Source: an optimization exercise on an open RTL-to-GDS flow (aim: small area, a short achievable clock period and few clock cycles). Production flows keep margins and buffers that such runs may drop.
Function was checked by simulation only, so behaviour that the tests miss may differ from the original.
Power is estimated from default activity; no workload was simulated.

Setup of trial 87:
==> flow/design.v (excerpt) <==
module integer_alu
#(
    parameter int         DATA_W  = 64,
    parameter logic [3:0] UNIT_ID = exe_pkg::IntegerAluEn
) (
    input  logic                Clk,
    input  logic                nReset,
    input  logic [15:0]         address,
    input  logic [7:0]          opcode,
    input  logic                nRead,
    input  logic                nWrite,
    input  logic [2*DATA_W-1:0] ExeDataOut,
    output logic [DATA_W-1:0]   IntDataOut,
    output logic                IntBusy,
    output logic                IntDivZero
);
make LEC_CHECK=0 ABC_CLOCK_PERIOD_IN_PS=3000 CAP_MARGIN=20 CORE_MARGIN=2 CORE_UTILIZATION=40 PLACE_DENSITY=0.6 SETUP_SLACK_MARGIN=3.0 SLEW_MARGIN=20 finish   # period 6.5 ns
run.sh (not shown) runs the stock make flow with config.mk's settings and CLKGATE_MAP_FILE= SYNTH_SCRIPT=/design/flow/synth_recipe.tcl, a recipe that flattens the netlist after the stock synthesis.
Testbench counts of trial 87, summed over its fixed seeds: cycles 19,695.
What trial 75 does differently from trial 87 at the input level:
# trial 87
export LEC_CHECK = 0
export ABC_CLOCK_PERIOD_IN_PS = 3000
export CAP_MARGIN = 20
export CORE_MARGIN = 2
export CORE_UTILIZATION = 40
export PLACE_DENSITY = 0.6
export SETUP_SLACK_MARGIN = 3.0
export SLEW_MARGIN = 20
create_clock -name core_clock -period 6.5 [get_ports {Clk}]
# trial 75
export LEC_CHECK = 0
export CAP_MARGIN = 20
export CORE_MARGIN = 2
export CORE_UTILIZATION = 40
export PLACE_DENSITY = 0.6
export SLEW_MARGIN = 20
create_clock -name core_clock -period 6.5 [get_ports {Clk}]
Notes after the runs:
Between trial 75 and trial 87, it is trial 75 whose share of layout cells above drive strength 1 is lower, by 16 points. Looking at final critical path time including I/O delays and setup, trial 75 sits 620 ps above trial 87. Area of all placed cells without fillers (trial 87 / trial 75): 1.2. Trial 75 vs trial 87, top layer used by detailed routing: met5 vs met4. Cmp trial 87 and trial 75 / logic gate share of total power / lower: trial 75. Per the comparison of trial 75 with trial 87, clock network power share grew by 2.4 points; footprint of the multi-input gates went down by 1600 um^2; overall power of the completed layout saw a decrease; fraction of power consumed by sequential logic increased 1.7 points; largest net degree at the start of global routing picked up an extra 43. Of trial 87 and trial 75, trial 87 shows the lower total CTS buffers, with trial 75 above it.

* * *

Setup of the reference run:
integer_alu, a different RTL version from the one above (not shown whole).
For scale: ~2,200 cells after synthesis, about 220 flip-flops, about 220 I/O pins, about 0.018 sq mm of cells after synthesis.
clock: 6.5 ns
lec_check: 0
cap_margin: 20
core_margin: 2
core_utilization: 40
place_density: 0.6
slew_margin: 20
Testbench counts of the reference run, summed over its fixed seeds: cycles 19,695.
Input-level comparison between the trial run and the reference run:
- TNS_END_PERCENT: unset -> 0
- SETUP_SLACK_MARGIN: unset -> 2.5
Notes after the runs:
The trial run gives more total setup buffers inserted after CTS than the reference run did. Compare the trial run and the reference run | worst hold slack after final layout higher: the trial run. The reference run → the trial run: sequential power did not really move; total net switching power now larger; cell count after placement saw an increase.

* * *

== v6 ==
The RTL this note starts from:
==> flow/design.v <==
package exe_pkg;
    localparam int BUS_W = 256;
    localparam logic [3:0] MainMemEn    = 4'd1;
    localparam logic [3:0] MatrixAluEn  = 4'd2;
    localparam logic [3:0] IntegerAluEn = 4'd3;
    localparam logic [3:0] ExecuteEn    = 4'd4;
    localparam logic [7:0] MMult1     = 8'h00;
    localparam logic [7:0] MAdd       = 8'h01;
    localparam logic [7:0] MSub       = 8'h02;
    localparam logic [7:0] MTranspose = 8'h03;
    localparam logic [7:0] MScale     = 8'h04;
    localparam logic [7:0] MScaleImm  = 8'h05;
    localparam logic [7:0] IntAdd     = 8'h10;
    localparam logic [7:0] IntSub     = 8'h11;
    localparam logic [7:0] IntMult    = 8'h12;
    localparam logic [7:0] IntDiv     = 8'h13;
    localparam logic [7:0] STOP       = 8'hFF;
    typedef enum logic [1:0] {IDLE, CALC, DONE} alu_state_t;
    typedef enum logic {MD_MULT, MD_DIV} md_mode_t;
endpackage
module integer_alu
#(
    parameter int         DATA_W  = 64,
    parameter logic [3:0] UNIT_ID = exe_pkg::IntegerAluEn
) (
    input  logic                Clk,
    input  logic                nReset,
    input  logic [15:0]         address,
    input  logic [7:0]          opcode,
    input  logic                nRead,
    input  logic                nWrite,
    input  logic [2*DATA_W-1:0] ExeDataOut,
    output logic [DATA_W-1:0]   IntDataOut,
    output logic                IntBusy,
    output logic                IntDivZero
);
    localparam int AW = DATA_W + 1;         
    localparam int LG = $clog2(AW);
    localparam int NB = DATA_W / 4;         
    logic [DATA_W-1:0] x_q, y_q, p_q;
    logic              y64_q;               
    logic              s_first_q, s_mul_q, s_div_q;
    logic [1:0]        op_q;                
    logic              known_q;             
    logic              busy_q, dz_q;
    logic              xz_q;                
    logic              yhz_q;               
    logic [6:0]        cnt_q;               
    logic              a_p_q, a_s1_q;
    logic              b_one_q, b_two_q, inv_q;
    logic              accept, unused_bus;
    logic [DATA_W-1:0] in_a, in_b, in_m;
    logic [DATA_W/8-1:0] nz_a, nz_b, th_a, th_b;
    logic              c_mul, c_swap;
    logic [AW-1:0]     op_a, op_b, sum;
    logic              neg;
    logic              f_div_go;
    logic [DATA_W-1:0] r8;
    logic [NB-1:0]     nz_r, nz_d, hi_d;
    logic              skip;
    logic [6:0]        cnt_d;
    assign accept     = (address[15:12] == UNIT_ID) && !nWrite && !busy_q;
    assign unused_bus = ^{nRead, address[11:0]};
    assign in_a  = ExeDataOut[DATA_W-1:0];
    assign in_b  = ExeDataOut[2*DATA_W-1:DATA_W];
    assign c_mul = (opcode == exe_pkg::IntMult);
    for (genvar k = 0; k < DATA_W/8; k++) begin : g_nz
        assign nz_a[k] = |in_a[8*k+7:8*k];
        assign nz_b[k] = |in_b[8*k+7:8*k];
        assign th_a[k] = |nz_a[DATA_W/8-1:k];
        assign th_b[k] = |nz_b[DATA_W/8-1:k];
    end
    assign c_swap = |(th_b & ~th_a);
    assign in_m   = c_swap ? in_a : in_b;
    assign op_a = ({AW{a_p_q}}  & {1'b0, p_q})
                | ({AW{a_s1_q}} & {y_q, p_q[DATA_W-1]});
    assign op_b = (({AW{b_one_q}} & {1'b0, x_q})
                |  ({AW{b_two_q}} & {1'b0, x_q[DATA_W-2:0], 1'b0})) ^ {AW{inv_q}};
    logic [AW-1:0] pg_g [0:LG];
    logic [AW-1:0] pg_p [0:LG];
    assign pg_g[0] = (op_a & op_b) | {{(AW-1){1'b0}}, (op_a[0] ^ op_b[0]) & inv_q};
    assign pg_p[0] = op_a ^ op_b;
    for (genvar l = 0; l < LG; l++) begin : g_lvl
        for (genvar i = 0; i < AW; i++) begin : g_bit
            if ((i >> l) & 1) begin : g_op
                localparam int J = ((i >> l) << l) - 1;
                assign pg_g[l+1][i] = pg_g[l][i] | (pg_p[l][i] & pg_g[l][J]);
                assign pg_p[l+1][i] = pg_p[l][i] & pg_p[l][J];
            end else begin : g_pass
                assign pg_g[l+1][i] = pg_g[l][i];
                assign pg_p[l+1][i] = pg_p[l][i];
            end
        end
    end
    assign sum = pg_p[0] ^ {pg_g[LG][AW-2:0], inv_q};
    assign neg = sum[AW-1];
    assign f_div_go = known_q && (op_q == 2'd3) && !xz_q && !neg;
    assign r8 = {y_q[DATA_W-9:0], p_q[DATA_W-1:DATA_W-8]};
    for (genvar k = 0; k < NB; k++) begin : g_nib
        assign nz_r[k] = |r8[4*k+3:4*k];
        assign nz_d[k] = |x_q[4*k+3:4*k];
        if (k == NB - 1) begin : g_top
            assign hi_d[k] = 1'b1;
        end else begin : g_low
            assign hi_d[k] = ~|nz_d[NB-1:k+1];
        end
    end
    assign skip  = inv_q && !y64_q && (y_q[DATA_W-1:DATA_W-8] == '0) && !cnt_q[6]
                && (cnt_q[5:3] != 3'd7) && !(|(nz_r & hi_d));
    assign cnt_d = cnt_q + (skip ? 7'd8 : 7'd1);
    always_ff @(posedge Clk) begin
        if (!nReset) begin
            busy_q    <= 1'b0;
            s_first_q <= 1'b0;
            s_mul_q   <= 1'b0;
            s_div_q   <= 1'b0;
            dz_q      <= 1'b0;
        end else begin
            if (accept) begin
                busy_q    <= 1'b1;
                s_first_q <= !c_mul;
                s_mul_q   <= c_mul;
                dz_q      <= 1'b0;
            end
            if (s_first_q) begin
                s_first_q <= 1'b0;
                s_div_q   <= f_div_go;
                busy_q    <= f_div_go;
                dz_q      <= known_q && (op_q == 2'd3) && xz_q;
            end
            if (s_mul_q && yhz_q) begin
                s_mul_q <= 1'b0;
                busy_q  <= 1'b0;
            end
            if (s_div_q && cnt_d[6]) begin
                s_div_q <= 1'b0;
                busy_q  <= 1'b0;
            end
        end
    end
    always_ff @(posedge Clk) begin
        if (accept) begin
            op_q    <= opcode[1:0];
            known_q <= (opcode[7:2] == 6'b000100);
            xz_q    <= (in_b == '0);
        end
        if (s_first_q) cnt_q <= '0;
        else if (s_div_q) cnt_q <= cnt_d;
    end
    always_ff @(posedge Clk) begin
        if (!busy_q) begin
            a_p_q   <= !c_mul;
            a_s1_q  <= 1'b0;
            b_one_q <= !c_mul || in_m[0];
            b_two_q <= c_mul && in_m[1] && !in_m[0];
            inv_q   <= c_mul ? in_m[1] : (opcode[1:0] != 2'd0);
        end else if (s_first_q) begin
            a_p_q   <= 1'b0;
            a_s1_q  <= 1'b1;
            inv_q   <= 1'b1;
        end else if (s_mul_q) begin
            a_p_q   <= 1'b1;
            b_one_q <= y_q[2] ^ y_q[1];
            b_two_q <= (y_q[3] & ~y_q[2] & ~y_q[1]) | (~y_q[3] & y_q[2] & y_q[1]);
            inv_q   <= y_q[3] & ~(y_q[2] & y_q[1]);
        end else if (s_div_q) begin
            inv_q   <= skip || !neg;
        end
    end
    always_ff @(posedge Clk) begin
        if (!nReset) begin
            p_q <= '0;
        end else if (accept) begin
            p_q <= in_a;
        end else if (s_first_q) begin
            if (known_q && !op_q[1]) p_q <= sum[DATA_W-1:0];
            else if (!f_div_go)      p_q <= {DATA_W{known_q && (op_q == 2'd3) && xz_q}};
        end else if (s_mul_q) begin
            p_q <= sum[DATA_W-1:0];
        end else if (s_div_q) begin
            p_q <= skip ? {p_q[DATA_W-9:0], 8'h00} : {p_q[DATA_W-2:0], !neg};
        end
    end
    always_ff @(posedge Clk) begin
        if (accept) begin
            x_q   <= (c_mul && !c_swap) ? in_a : in_b;
            y_q   <= in_m;
            yhz_q <= (in_m[DATA_W-1:1] == '0);
        end else if (s_first_q) begin
            y_q   <= '0;
            y64_q <= 1'b0;
        end else if (s_mul_q) begin
            x_q   <= {x_q[DATA_W-3:0], 2'b00};
            y_q   <= {2'b00, y_q[DATA_W-1:2]};
            yhz_q <= (y_q[DATA_W-1:3] == '0);
        end else if (s_div_q) begin
            y_q   <= skip ? r8 : sum[DATA_W-1:0];
            y64_q <= skip ? 1'b0 : sum[DATA_W];
        end
    end
    assign IntDataOut = p_q;
    assign IntBusy    = busy_q;
    assign IntDivZero = dz_q;
endmodule
==> flow/config.mk <==
export PLATFORM = sky130hd
export DESIGN_NAME = integer_alu
export DESIGN_NICKNAME = integer_alu
export VERILOG_FILES = /design/flow/design.v
export SDC_FILE = /design/flow/constraint.sdc
export NUM_CORES = 4
export LEC_CHECK = 0
export CAP_MARGIN = 20
export CORE_MARGIN = 2
export CORE_UTILIZATION = 60
export PLACE_DENSITY = 0.75
export SETUP_SLACK_MARGIN = 2.5
export SLEW_MARGIN = 20
export TNS_END_PERCENT = 0
==> flow/constraint.sdc <==
create_clock -name core_clock -period 6.5 [get_ports {Clk}]
set_input_delay 1.3000 -clock core_clock [delete_from_list [all_inputs] [get_ports {Clk}]]
set_output_delay 1.3000 -clock core_clock [all_outputs]
set_load 0.01 [all_outputs]
standard.sh (not shown) runs the stock make flow with config.mk's settings and CLKGATE_MAP_FILE= SYNTH_SCRIPT=/design/flow/synth_recipe.tcl, a recipe that flattens the netlist after the stock synthesis.
==> flow/flow/run.sh <==
#!/bin/bash
set -euo pipefail
bash standard.sh "BUFFER_PORTS_ARGS=-buffer_cell sky130_fd_sc_hd__buf_1" finish > standard.log 2>&1
Testbench counts of v6, summed over its fixed seeds: cycles 19,096.
#### Input delta (v7 over v6)
- a change of PLACE_DENSITY from 0.75 to 0.6
- a change of CORE_UTILIZATION from 60 to 40
### Flow results
- Area of placed instances in v7 is 1.4% higher than in v6
- v7 against v6: layout buffer count excluding clock buffers rose 2.9%; cell count rose 215; via count fell 937; final cycle utilization of the critical path fell 0.81 points; worst endpoint required time about even.
- Relative to v6, share of total power in sequential cells has decreased by 1.5 points in v7.
- Compared to v6, the routing of v7 uses more wire.
- A critical path capture point of p_q[29] is what v6 shows, while p_q[48] belongs to v7.
- Re fraction of area in multi-input gates: v7 is 0.91 points down on v6.
- In v7, the number of antenna violations at the first check in global routing came out 1 above the value in v6.

## static timing again, ports no longer ideal
The results above use ideal ports. As a check the final layouts listed here were re-extracted and re-timed, cells and wires unchanged. Step 1 assumes that a clkbuf_16 drives the clock port and a buf_2 every other input. Step 2, shift: input delay + t, output delay - t, t = (earliest + latest rising clock arrival at the registers) / 2. This alone moves slack from input paths to output paths. Three values: ideal, step 1, step 2; two values: the first two.
run	shift t [ns]	setup WS [ns]	latest minus earliest clock arrival (ns)
trial 87	0.623	1.468 / 1.468 / 1.468	0.032 / 0.032
trial 75	0.635	0.848 / 0.848 / 0.848	0.022 / 0.022
the reference run	0.620	1.138 / 1.138 / 1.138	0.014 / 0.014
the trial run	0.635	2.224 / 2.224 / 1.824	0.024 / 0.023
v6	0.608	2.338 / 2.338 / 1.834	0.021 / 0.022
v7	0.629	2.390 / 2.390 / 1.996	0.012 / 0.012
After both steps every run listed still meets setup and hold. The setup slack of v6, which loses most, moves by 0.000 ns with the drivers and by -0.504 ns with both steps.
